What follows belongs to an exercise in optimizing a design on an open flow for small area, a short achievable clock period and few clock cycles per item; a production flow would make more cautious choices. The RTL was checked by simulation tests, not by an equivalence proof against the original design.

// fme_halfpel_win
module fme_halfpel_win #(
  parameter int PIX_W = 8,
  parameter int REF_W = 16,
  parameter int REF_H = 16
) (
  input  logic                         clk,
  input  logic                         rst,
  input  logic                         start,
  input  logic [$clog2(REF_W)-1:0]     cx,
  input  logic [$clog2(REF_H)-1:0]     cy,
  output logic                         rd_en,
  output logic [$clog2(REF_W*REF_H)-1:0] rd_addr,
  input  logic [PIX_W-1:0]             rd_data,
  output logic                         busy,
  output logic                         done,
  output logic [9*PIX_W-1:0]           half
);
For scale: roughly 2,200 cells after synthesis, about 100 I/O pins, ~19,000 sq um of cells after synthesis.
export LEC_CHECK = 0
export ABC_AREA = 1
export CAP_MARGIN = 20
export CORE_MARGIN = 2
export CORE_UTILIZATION = 40
export CTS_CLUSTER_DIAMETER = 150
export CTS_CLUSTER_SIZE = 26
export SLEW_MARGIN = 20
create_clock -name core_clock -period 9.5 [get_ports {clk}]
standard.sh (not shown) runs the stock make flow with config.mk's settings and CLKGATE_MAP_FILE= SYNTH_SCRIPT=/design/flow/synth_recipe.tcl, a recipe that flattens the netlist after the stock synthesis.
==> flow/flow/run.sh <==
#!/bin/bash
set -euo pipefail
MARGIN=5.85
bash standard.sh SETUP_SLACK_MARGIN=$MARGIN "BUFFER_PORTS_ARGS=-buffer_cell sky130_fd_sc_hd__buf_2" finish > orfs_make.log 2>&1
The starting point went through all stages and came out clean.
Testbench counts at the start, summed over its fixed seeds: cycles 17,279, items 384.
==> next run, changes <==
==> flow/flow/run.sh (replaced) <==
#!/bin/bash
set -euo pipefail
MARGIN=6.1
bash standard.sh SETUP_SLACK_MARGIN=$MARGIN "BUFFER_PORTS_ARGS=-buffer_cell sky130_fd_sc_hd__buf_2" finish > orfs_make.log 2>&1
Result:
- die area does not change
- clock-buffer cell count is unchanged
- synthesized area is unchanged
- cell area climbs by 0.71%
- routed wire length is about the same
- hold slack is about the same
- flip-flop and latch count stays the same


Another version of the RTL of fme_halfpel_win (not shown whole).
For scale: roughly 2200 cells after synthesis, about 350 flip-flops.
Settings: LEC_CHECK=0, ABC_AREA=1, CAP_MARGIN=20, CORE_MARGIN=2, CORE_UTILIZATION=40, SLEW_MARGIN=20; clock period 9.5 ns.
==> flow/flow/run.sh <==
#!/bin/bash
set -euo pipefail
MARGIN=6.0
bash standard.sh SETUP_SLACK_MARGIN=$MARGIN "BUFFER_PORTS_ARGS=-buffer_cell sky130_fd_sc_hd__buf_2" finish > orfs_make.log 2>&1
Testbench counts at the start, summed over its fixed seeds: cycles 17,279, items 384.
Then changed:
==> flow/flow/run.sh (replaced) <==
#!/bin/bash
set -euo pipefail
MARGIN=6.0
bash standard.sh SETUP_SLACK_MARGIN=$MARGIN finish > orfs_make.log 2>&1
- CORE_UTILIZATION: 40 -> 65
- PLACE_DENSITY: unset -> 0.75
The changed run ran to the end with no violations.
Area after synthesis is unchanged.
First-iteration DRC count climbs by 5.4%.
Routed wire length drops by 2.1%.
Global-route usage climbs by 10 points.
Final area climbs by 1.5%.
Via count climbs by 2.7%.
Final cell count drops by 7.8%.
Register-to-register slack gains 0.02 ns.
Worst hold slack hardly moves.
Then changed:
==> flow/flow/run.sh (replaced) <==
#!/bin/bash
set -euo pipefail
MARGIN=6.0
bash standard.sh SETUP_SLACK_MARGIN=$MARGIN "BUFFER_PORTS_ARGS=-buffer_cell sky130_fd_sc_hd__buf_2" finish > orfs_make.log 2>&1
- CORE_UTILIZATION: 65 -> 40
- CTS_CLUSTER_DIAMETER: unset -> 150
- CTS_CLUSTER_SIZE: unset -> 30
- PLACE_DENSITY: 0.75 -> unset
Maximum frequency went up by a few percent.
Design area went down by a few percent.
Wire length went down slightly.
Critical path depth does not change.
Count of clock-buffer cells in the layout went down by 29.
Setup slack gets better by 0.13 ns.
Worst hold slack gets better by 0.0057 ns.
Via count went down by a few percent.
First-iteration DRC count went down by about a fifth.
Then changed:
==> flow/flow/run.sh (replaced) <==
#!/bin/bash
set -euo pipefail
MARGIN=6.0
bash standard.sh SETUP_SLACK_MARGIN=$MARGIN finish > orfs_make.log 2>&1
- CTS_CLUSTER_DIAMETER: 150 -> unset
- CTS_CLUSTER_SIZE: 30 -> unset
Effect: Register-to-register slack gets worse by 0.04 ns. Routed wire length grows by 3.0%. First-iteration DRC count grows by 20%. Design area grows by 8.1%. Hold slack gets worse by 0.0058 ns. Final cell count grows by 2.3%.
Then changed:
- CTS_CLUSTER_DIAMETER: unset -> 150
- CTS_CLUSTER_SIZE: unset -> 30
Outcome: Area after synthesis does not change; sequential cell count is unchanged; global-route usage drops by 0.48 points; utilization falls by 2.2 points; final cell count came out lower by 1.8%; worst hold slack improved by 0.0083 ns; worst setup slack is better by 0.017 ns; non-clock buffer count goes down by 4; clock-buffer cell count goes down by 27; die area is unchanged.


fme_halfpel_win with an RTL version that a note above also has.
Size in the first run: about 350 flip-flops, roughly 100 I/O pins, roughly 19000 µm² of cells after synthesis.
## fme_halfpel_win
module fme_halfpel_win #(
  parameter int PIX_W = 8,
  parameter int REF_W = 16,
  parameter int REF_H = 16
) (
  input  logic                         clk,
  input  logic                         rst,
  input  logic                         start,
  input  logic [$clog2(REF_W)-1:0]     cx,
  input  logic [$clog2(REF_H)-1:0]     cy,
  output logic                         rd_en,
  output logic [$clog2(REF_W*REF_H)-1:0] rd_addr,
  input  logic [PIX_W-1:0]             rd_data,
  output logic                         busy,
  output logic                         done,
  output logic [9*PIX_W-1:0]           half
);
export LEC_CHECK = 0
export ABC_AREA = 1
export CAP_MARGIN = 20
export CORE_MARGIN = 2
export CORE_UTILIZATION = 40
export CTS_CLUSTER_DIAMETER = 150
export CTS_CLUSTER_SIZE = 26
export SLEW_MARGIN = 20
create_clock -name core_clock -period 9.5 [get_ports {clk}]
==> flow/flow/run.sh <==
#!/bin/bash
set -euo pipefail
MARGIN=6.2
bash standard.sh SETUP_SLACK_MARGIN=$MARGIN "BUFFER_PORTS_ARGS=-buffer_cell sky130_fd_sc_hd__buf_2" finish > orfs_make.log 2>&1
The first run finished clean.
Testbench counts at the start, summed over its fixed seeds: cycles 17,279, items 384.
Edit:
- CTS_CLUSTER_DIAMETER: 150 -> 120
- CTS_CLUSTER_SIZE: 26 -> 28
Result: The changed run passed the timing, DRC and antenna checks. Via count shrinks slightly. Die area is unchanged.


fme_halfpel_win, a different RTL version from the one above (not shown whole).
For scale: roughly 2100 cells after synthesis, ~100 I/O pins.
clock: 9.5 ns
lec_check: 0
abc_area: 1
cap_margin: 20
core_margin: 2
core_utilization: 40
cts_cluster_diameter: 150
cts_cluster_size: 26
setup_slack_margin: 5
slew_margin: 20
run.sh (not shown) runs the stock make flow with config.mk's settings and CLKGATE_MAP_FILE= SYNTH_SCRIPT=/design/flow/synth_recipe.tcl, a recipe that flattens the netlist after the stock synthesis.
Stock flow here: none of the scripts above is used.
Testbench counts at the start, summed over its fixed seeds: cycles 17,279, items 384.
Edit:
==> flow/flow/run.sh (new file) <==
#!/bin/bash
set -euo pipefail
MARGIN=6.0
bash standard.sh SETUP_SLACK_MARGIN=$MARGIN "BUFFER_PORTS_ARGS=-buffer_cell sky130_fd_sc_hd__buf_2" finish > orfs_make.log 2>&1
==> flow/standard.sh (new file) <==
#!/bin/bash
# synth_recipe.tcl (not shown) runs the flow's synth.tcl, then flattens the netlist and writes it again
# the make line also repeats each setting of config.mk as NAME=value (left out here)
make -C /OpenROAD-flow-scripts/flow DESIGN_CONFIG=/design/flow/config.mk WORK_HOME=/design/flow/orfs CLKGATE_MAP_FILE= SYNTH_SCRIPT=/design/flow/synth_recipe.tcl "${@:-finish}"
GPL_TIMING_DRIVEN = 1   (was not set)
SETUP_SLACK_MARGIN = not set   (was 5)
removed: flow/run.sh
The changed run completed without violations. Non-clock buffer count rose by 7. Via count is higher by about 0.4%. Die area is unchanged. Synthesized area stays the same. Cell area decreases by 1.4%. Utilization fell by 0.61 points.
Edit:
GPL_TIMING_DRIVEN = not set   (was 1)
=> Die area stays the same; design area does not change; register-to-register slack hardly moves; setup slack does not change; clock skew stays the same; core utilization does not change; first-iteration DRC count does not change; hold slack does not change.
Edit:
ABC_AREA = not set   (was 1)
After rerunning: The new run completed without violations. Global-route usage decreases by 0.81 points. Setup slack loses 71 ps. Cell area increases by 4.2%. Routed wire length decreases by 0.76%. Die area increases by 2.4%.


## v4
fme_halfpel_win with an RTL version that a note above also has.
Size in the first run: ~2200 cells after synthesis, roughly 350 flip-flops, roughly 100 I/O pins.
==> flow/config.mk <==
export PLATFORM = sky130hd
export DESIGN_NAME = fme_halfpel_win
export DESIGN_NICKNAME = fme_halfpel_win
export VERILOG_FILES = /design/flow/design.v
export SDC_FILE = /design/flow/constraint.sdc
export NUM_CORES = 4
export LEC_CHECK = 0
export ABC_AREA = 1
export CAP_MARGIN = 20
export CORE_MARGIN = 2
export CORE_UTILIZATION = 40
export CTS_CLUSTER_DIAMETER = 150
export CTS_CLUSTER_SIZE = 26
export SLEW_MARGIN = 20
==> flow/constraint.sdc <==
create_clock -name core_clock -period 9.5 [get_ports {clk}]
set_input_delay 1.9000 -clock core_clock [delete_from_list [all_inputs] [get_ports {clk}]]
set_output_delay 1.9000 -clock core_clock [all_outputs]
set_load 0.01 [all_outputs]
standard.sh (not shown) runs the stock make flow with config.mk's settings and CLKGATE_MAP_FILE= SYNTH_SCRIPT=/design/flow/synth_recipe.tcl, a recipe that flattens the netlist after the stock synthesis.
==> flow/flow/run.sh <==
#!/bin/bash
set -euo pipefail
MARGIN=6.2
bash standard.sh SETUP_SLACK_MARGIN=$MARGIN "BUFFER_PORTS_ARGS=-buffer_cell sky130_fd_sc_hd__buf_1" finish > orfs_make.log 2>&1
Testbench counts of v4, summed over its fixed seeds: cycles 17,279, items 384.
### v4 -> v12
==> flow/flow/run.sh <==
#!/bin/bash
set -euo pipefail
MARGIN=6.3
bash standard.sh SETUP_SLACK_MARGIN=$MARGIN "BUFFER_PORTS_ARGS=-buffer_cell sky130_fd_sc_hd__buf_2" finish > orfs_make.log 2>&1
--- outcome ---
Worst setup slack after layout on v12 is ahead of v4.
Total via count in the routed design went up slightly going from v4 to v12.
Combined global-route utilization of all metal layers: v4 and v12 compared, higher one is v12
The time the worst path needs with I/O delays and setup of v12 falls short of that of v4 by 30 ps.
### v12 -> v30
==> flow/flow/run.sh <==
#!/bin/bash
set -euo pipefail
MARGIN=6.0
bash standard.sh SETUP_SLACK_MARGIN=$MARGIN "BUFFER_PORTS_ARGS=-buffer_cell sky130_fd_sc_hd__buf_2" finish > orfs_make.log 2>&1
--- outcome ---
In the metrics for v12 and v30, the one carrying the higher non-filler instance count after layout is v12. Diff v12 and v30: met3 routing resource usage after global routing lower in v30. Half-perimeter wire length after placement was higher in the run labelled v12. For v12, the slowest stage cell on the critical path was sky130_fd_sc_hd__fa_1, unlike v30, where it was sky130_fd_sc_hd__edfxtp_1. Post-CTS resize count: v30 vs v12 down 42.


## the reference run
Another version of the RTL of fme_halfpel_win (not shown whole).
Size: ~2200 cells after synthesis.
clock: 9.5 ns
lec_check: 0
abc_area: 1
cap_margin: 20
core_margin: 2
core_utilization: 40
setup_slack_margin: 5
slew_margin: 20
run.sh (not shown) runs the stock make flow with config.mk's settings and CLKGATE_MAP_FILE= SYNTH_SCRIPT=/design/flow/synth_recipe.tcl, a recipe that flattens the netlist after the stock synthesis.
Stock flow here: none of the scripts above is used.
Testbench counts of the reference run, summed over its fixed seeds: cycles 17,279, items 384.
Edits applied to the flow inputs when going from the reference run to the trial run:
Settings: clearing SETUP_SLACK_MARGIN, which used to be 5.
==> flow/flow/run.sh (new file) <==
#!/bin/bash
set -euo pipefail
MARGIN=6.0
bash standard.sh SETUP_SLACK_MARGIN=$MARGIN finish > orfs_make.log 2>&1
==> flow/standard.sh (new file) <==
#!/bin/bash
# synth_recipe.tcl (not shown) runs the flow's synth.tcl, then flattens the netlist and writes it again
# the make line also repeats each setting of config.mk as NAME=value (left out here)
make -C /OpenROAD-flow-scripts/flow DESIGN_CONFIG=/design/flow/config.mk WORK_HOME=/design/flow/orfs CLKGATE_MAP_FILE= SYNTH_SCRIPT=/design/flow/synth_recipe.tcl "${@:-finish}"
removed: flow/run.sh
[summary]
For the trial run and the reference run, there was not a single run that failed to finish clean.
Sort the trial run and the reference run by via count, descending, and the trial run comes first.
Per the comparison of the trial run with the reference run, setup slack climbed 600 ps.

==> separate check: timing with driven ports <==
No port has a modelled driver above. Below, the same layouts with a new extraction and two added sets of constraints.
Step 1 (the two cells are an assumption about what drives the block):
set clk [get_ports {clk}]
set_driving_cell -lib_cell sky130_fd_sc_hd__clkbuf_16 $clk
set_driving_cell -lib_cell sky130_fd_sc_hd__buf_2 [delete_from_list [all_inputs] $clk]
Step 2 moves the port delays by t, midway between the first and last clock arrival at a register: inputs arrive t later, outputs are due t later. That takes back most of the time a late clock gives input paths.
Slacks: ideal ports / drivers / drivers and shift; pairs: ideal ports / drivers.
| run | t (ns) | setup slack, ns | worst setup path at the end | latest minus earliest clock arrival (ns) |
|---|---|---|---|---|
| the first run of note 1 | 0.583 | 6.063 / 6.063 / 5.662 | input to register | 0.028 / 0.027 |
| the second run of note 1 | 0.580 | 6.246 / 6.246 / 5.761 | input to register | 0.028 / 0.028 |
| the first run of note 2 | 0.610 | 6.143 / 6.091 / 5.656 | input to register | 0.021 / 0.022 |
| the second run of note 2 | 0.573 | 6.065 / 6.014 / 5.538 | input to register | 0.022 / 0.022 |
| the third run of note 2 | 0.570 | 6.192 / 6.134 / 5.693 | input to register | 0.030 / 0.030 |
| the fourth run of note 2 | 0.612 | 6.041 / 5.991 / 5.592 | input to register | 0.014 / 0.014 |
| the fifth run of note 2 | 0.572 | 6.058 / 6.007 / 5.623 | input to register | 0.020 / 0.020 |
| the first run of note 3 | 0.581 | 6.326 / 6.270 / 5.835 | input to register | 0.027 / 0.028 |
| the second run of note 3 | 0.583 | 6.292 / 6.254 / 5.836 | input to register | 0.022 / 0.021 |
| the first run of note 4 | 0.570 | 5.360 / 5.360 / 5.235 | input to register | 0.033 / 0.033 |
| the second run of note 4 | 0.576 | 6.163 / 6.163 / 5.739 | input to register | 0.028 / 0.028 |
| the third run of note 4 | 0.576 | 6.163 / 6.163 / 5.739 | input to register | 0.028 / 0.028 |
| the fourth run of note 4 | 0.578 | 6.092 / 6.092 / 5.550 | input to register | 0.026 / 0.026 |
| v4 | 0.572 | 6.316 / 6.263 / 5.803 | input to register | 0.023 / 0.023 |
| v12 | 0.579 | 6.347 / 6.347 / 5.891 | input to register | 0.021 / 0.021 |
| v30 | 0.580 | 6.172 / 6.172 / 5.663 | input to register | 0.028 / 0.028 |
| the reference run | 0.603 | 5.456 / 5.456 / 5.436 | input to register | 0.019 / 0.019 |
| the trial run | 0.605 | 6.053 / 5.999 / 5.611 | input to register | 0.019 / 0.018 |
After both steps every run listed still meets setup and hold. The setup slack of the fourth run of note 4, which loses most, moves by 0.000 ns with the drivers and by -0.542 ns with both steps.
